Context: an optimization exercise on an open-source flow, tuned for small area, a short achievable clock period and few clock cycles per item. The choices shown serve that exercise and are no tape-out recipe. The RTL was checked by simulation tests, not by an equivalence proof against the original design.

Design aes_top, start of the top module:
module aes_top #(
  parameter int ADDR_W = 8
) (
  input  logic              clk,
  input  logic              reset,
  input  logic [ADDR_W-1:0] awaddr,
  input  logic              awvalid,
  output logic              awready,
  input  logic [31:0]       wdata,
  input  logic [3:0]        wstrb,
  input  logic              wvalid,
  output logic              wready,
  output logic [1:0]        bresp,
  output logic              bvalid,
  input  logic              bready,
  input  logic [ADDR_W-1:0] araddr,
  input  logic              arvalid,
  output logic              arready,
  output logic [31:0]       rdata,
  output logic [1:0]        rresp,
  output logic              rvalid,
  input  logic              rready
);
  logic         start;        
  logic [127:0] key;
  logic [127:0] plaintext;
  logic         busy;         
  logic         done;         
  logic         finish;       
  logic [127:0] ciphertext;
  aes_axil_write #(.ADDR_W(ADDR_W)) i_axil_write (
    .clk       (clk),
    .reset     (reset),
    .awaddr    (awaddr),
    .awvalid   (awvalid),
    .awready   (awready),
    .wdata     (wdata),
    .wstrb     (wstrb),
  ...
==> module aes_axil_write, before the edit <==
module aes_axil_write #(
  parameter int ADDR_W = 8
) (
  input  logic              clk,
  input  logic              reset,
  input  logic [ADDR_W-1:0] awaddr,
  input  logic              awvalid,
  output logic              awready,
  input  logic [31:0]       wdata,
  input  logic [3:0]        wstrb,
  input  logic              wvalid,
  output logic              wready,
  output logic [1:0]        bresp,
  output logic              bvalid,
  input  logic              bready,
  output logic              start,       
  output logic [127:0]      key,
  output logic [127:0]      plaintext,
  input  logic              busy
);
  localparam logic [ADDR_W-1:0] KEY_A  = ADDR_W'(aes_pkg::REG_KEY0);
  localparam logic [ADDR_W-1:0] PT_A   = ADDR_W'(aes_pkg::REG_PT0);
  localparam logic [ADDR_W-1:0] CTRL_A = ADDR_W'(aes_pkg::REG_CTRL);
  localparam logic [ADDR_W-1:0] STAT_A = ADDR_W'(aes_pkg::REG_STATUS);
  localparam logic [ADDR_W-1:0] CT_A   = ADDR_W'(aes_pkg::REG_CT0);
  logic         ready_q;   
  logic         accept;
  logic         is_key, is_pt, is_ctrl, is_stat, is_ct;
  logic         mapped;
  logic [1:0]   word;
  logic [127:0] key_q;
  logic [127:0] pt_q;
  assign accept  = awvalid && wvalid && ready_q;   
  assign awready = ready_q;
  assign wready  = ready_q;
  assign word    = awaddr[3:2];                                 
  assign is_key  = awaddr[ADDR_W-1:4] == KEY_A[ADDR_W-1:4];    
  assign is_pt   = awaddr[ADDR_W-1:4] == PT_A[ADDR_W-1:4];
  assign is_ct   = awaddr[ADDR_W-1:4] == CT_A[ADDR_W-1:4];     
  assign is_ctrl = awaddr[ADDR_W-1:2] == CTRL_A[ADDR_W-1:2];
  assign is_stat = awaddr[ADDR_W-1:2] == STAT_A[ADDR_W-1:2];   
  assign mapped  = is_key || is_pt || is_ctrl || is_stat || is_ct;
  assign start     = accept && is_ctrl && wdata[0] && !busy;
  assign key       = key_q;
  assign plaintext = pt_q;
  always_ff @(posedge clk or negedge reset)
  begin
    if (!reset)
    begin
      key_q <= '0;
      pt_q  <= '0;
    end
    else if (accept)
    begin
      for (int k = 0; k < 4; k++)
      begin
        if (wstrb[k] && is_key)
          key_q[32 * (3 - int'(word)) + 8*k +: 8] <= wdata[8*k +: 8];
        if (wstrb[k] && is_pt)
          pt_q[32 * (3 - int'(word)) + 8*k +: 8] <= wdata[8*k +: 8];
      end
    end
  end
  always_ff @(posedge clk or negedge reset)
  begin
    if (!reset)
    begin
      ready_q <= 1'b0;
      bvalid  <= 1'b0;
      bresp   <= aes_pkg::RESP_OKAY;
    end
    else if (accept)
    begin
      ready_q <= 1'b0;
      bvalid  <= 1'b1;   
      bresp   <= mapped ? aes_pkg::RESP_OKAY : aes_pkg::RESP_SLVERR;
    end
    else if (bvalid)
    begin
      if (bready)
      begin
        bvalid  <= 1'b0;
        ready_q <= 1'b1;
      end
    end
    else
      ready_q <= 1'b1;   
  end
endmodule
export LEC_CHECK = 0
export CAP_MARGIN = 20
export CELL_PAD_IN_SITES_DETAIL_PLACEMENT = 1
export CELL_PAD_IN_SITES_GLOBAL_PLACEMENT = 2
export CORE_MARGIN = 2
export CORE_UTILIZATION = 40
export PLACE_DENSITY = 0.55
export SLEW_MARGIN = 20
create_clock -name core_clock -period 10.0 [get_ports {clk}]
standard.sh (not shown) runs the stock make flow with config.mk's settings and CLKGATE_MAP_FILE= SYNTH_SCRIPT=/design/flow/synth_recipe.tcl, a recipe that flattens the netlist after the stock synthesis.
==> flow/flow/run.sh <==
#!/bin/bash
# Layout flow: the standard flow, except that
#  - synthesis maps the logic with the ABC script in flow/synth.abc (area-oriented
#    mapping that keeps the xor structure of the s-boxes) instead of ORFS's speed script;
#  - the make calls get the extra settings in EXTRA (repair aims at a larger setup margin).
# Everything else (yosys synth -nofsm -noshare, flattening, renaming, floorplan to finish,
# the final DEF) is the standard flow.
set -euo pipefail
W=$PWD
F=$W/flow
EXTRA="SETUP_SLACK_MARGIN=5.75"

# ORFS synthesis script with only the abc script replaced
sed -e 's|^\( *\)log_cmd abc {\*}\$abc_args|\1set abc_args [lreplace $abc_args 1 1 '"$F"'/synth.abc]\n\1log_cmd abc {*}$abc_args|' \
  "$FLOW_HOME/scripts/synth.tcl" > "$W/synth_custom.tcl"
grep -q "$F/synth.abc" "$W/synth_custom.tcl"
sed -e 's|source \$::env(SCRIPTS_DIR)/synth.tcl|source '"$W"'/synth_custom.tcl|' synth_recipe.tcl > "$W/synth_recipe_custom.tcl"
grep -q "synth_custom.tcl" "$W/synth_recipe_custom.tcl"

# standard.sh with the extra settings; synthesis also with the custom script
sed -e 's|"\${@:-finish}"|'"$EXTRA"' "${@:-finish}"|' standard.sh > "$W/layout_custom.sh"
grep -q "$EXTRA" "$W/layout_custom.sh"
sed -e 's|SYNTH_SCRIPT=[^ ]*|SYNTH_SCRIPT='"$W"'/synth_recipe_custom.tcl|' "$W/layout_custom.sh" > "$W/synth_custom.sh"

bash "$W/synth_custom.sh" synth > "$W/synth.log" 2>&1
bash "$W/layout_custom.sh" > "$W/layout.log" 2>&1
==> flow/flow/synth.abc <==
strash
&get -n
&dch -f
&nf -R 1000
&put
Testbench counts at the start, summed over its fixed seeds: cycles 5,056, blocks 128.
Rerun with:
--- a/flow/design.v
+++ b/flow/design.v
@@ -361,8 +361,13 @@
   logic         mapped;
   logic [1:0]   word;
   logic [127:0] key_q;
   logic [127:0] pt_q;
+  logic         wr_q;      
+  logic         wkey_q;    
+  logic [1:0]   wword_q;
+  logic [3:0]   wstrb_q;
+  logic [31:0]  wdata_q;
   assign accept  = awvalid && wvalid && ready_q;   
   assign awready = ready_q;
   assign wready  = ready_q;
   assign word    = awaddr[3:2];                                 
@@ -374,23 +379,35 @@
   assign mapped  = is_key || is_pt || is_ctrl || is_stat || is_ct;
   assign start     = accept && is_ctrl && wdata[0] && !busy;
   assign key       = key_q;
   assign plaintext = pt_q;
+  always_ff @(posedge clk)
+  begin
+    wkey_q  <= is_key;
+    wword_q <= word;
+    wstrb_q <= wstrb;
+    wdata_q <= wdata;
+  end
   always_ff @(posedge clk or negedge reset)
   begin
     if (!reset)
     begin
+      wr_q  <= 1'b0;
       key_q <= '0;
       pt_q  <= '0;
     end
-    else if (accept)
+    else
     begin
-      for (int k = 0; k < 4; k++)
+      wr_q <= accept && (is_key || is_pt);
+      if (wr_q)
       begin
-        if (wstrb[k] && is_key)
-          key_q[32 * (3 - int'(word)) + 8*k +: 8] <= wdata[8*k +: 8];
-        if (wstrb[k] && is_pt)
-          pt_q[32 * (3 - int'(word)) + 8*k +: 8] <= wdata[8*k +: 8];
+        for (int k = 0; k < 4; k++)
+        begin
+          if (wstrb_q[k] && wkey_q)
+            key_q[32 * (3 - int'(wword_q)) + 8*k +: 8] <= wdata_q[8*k +: 8];
+          if (wstrb_q[k] && !wkey_q)
+            pt_q[32 * (3 - int'(wword_q)) + 8*k +: 8] <= wdata_q[8*k +: 8];
+        end
       end
     end
   end
   always_ff @(posedge clk or negedge reset)
The changed run finished with timing, DRC and antenna clean.
Clock skew barely changes.
Global-route usage decreases by 0.60 points.
Clock-buffer cell count increases by 11.
Sequential cell count increases by 40.
Die area increases slightly.
First-iteration DRC count decreases by a few percent.
Worst setup slack improves by 0.078 ns.
Non-clock buffer count decreases by 7.
Synthesized area increases slightly.
Worst hold slack degrades by 0.0048 ns.
Testbench counts after the change, summed over its fixed seeds: cycles 5,056, blocks 128.

what the ideal ports hide:
No port has a modelled driver above. Below, the same layouts with a new extraction and two added sets of constraints. Step 1 sets driving cells, clkbuf_16 on the clock port and buf_2 on the other inputs (assumed; they add their load-dependent delay and slew). Step 2 adds t to the input delays and takes it off the output delays; t is the mean of the earliest and latest rising clock arrival at the registers after step 1. Input paths then give back, and output paths get back, about the clock's delay inside the block. Slacks: ideal ports / drivers / drivers and shift; pairs: ideal ports / drivers.
run | t, ns | slack for setup (ns) | hold WS [ns] | clock arrival spread, ns | pins driven straight from the clock port
the first run | 0.770 | 5.725 / 5.726 / 5.019 | 0.480 / 0.480 / 0.480 | 0.035 / 0.035 | 1
the second run | 0.781 | 5.803 / 5.803 / 5.225 | 0.475 / 0.475 / 0.475 | 0.036 / 0.036 | 1
After both steps every run listed still meets setup and hold. For the first run, which loses most, drivers alone change the setup slack by +0.001 ns; drivers and shift together by -0.706 ns.
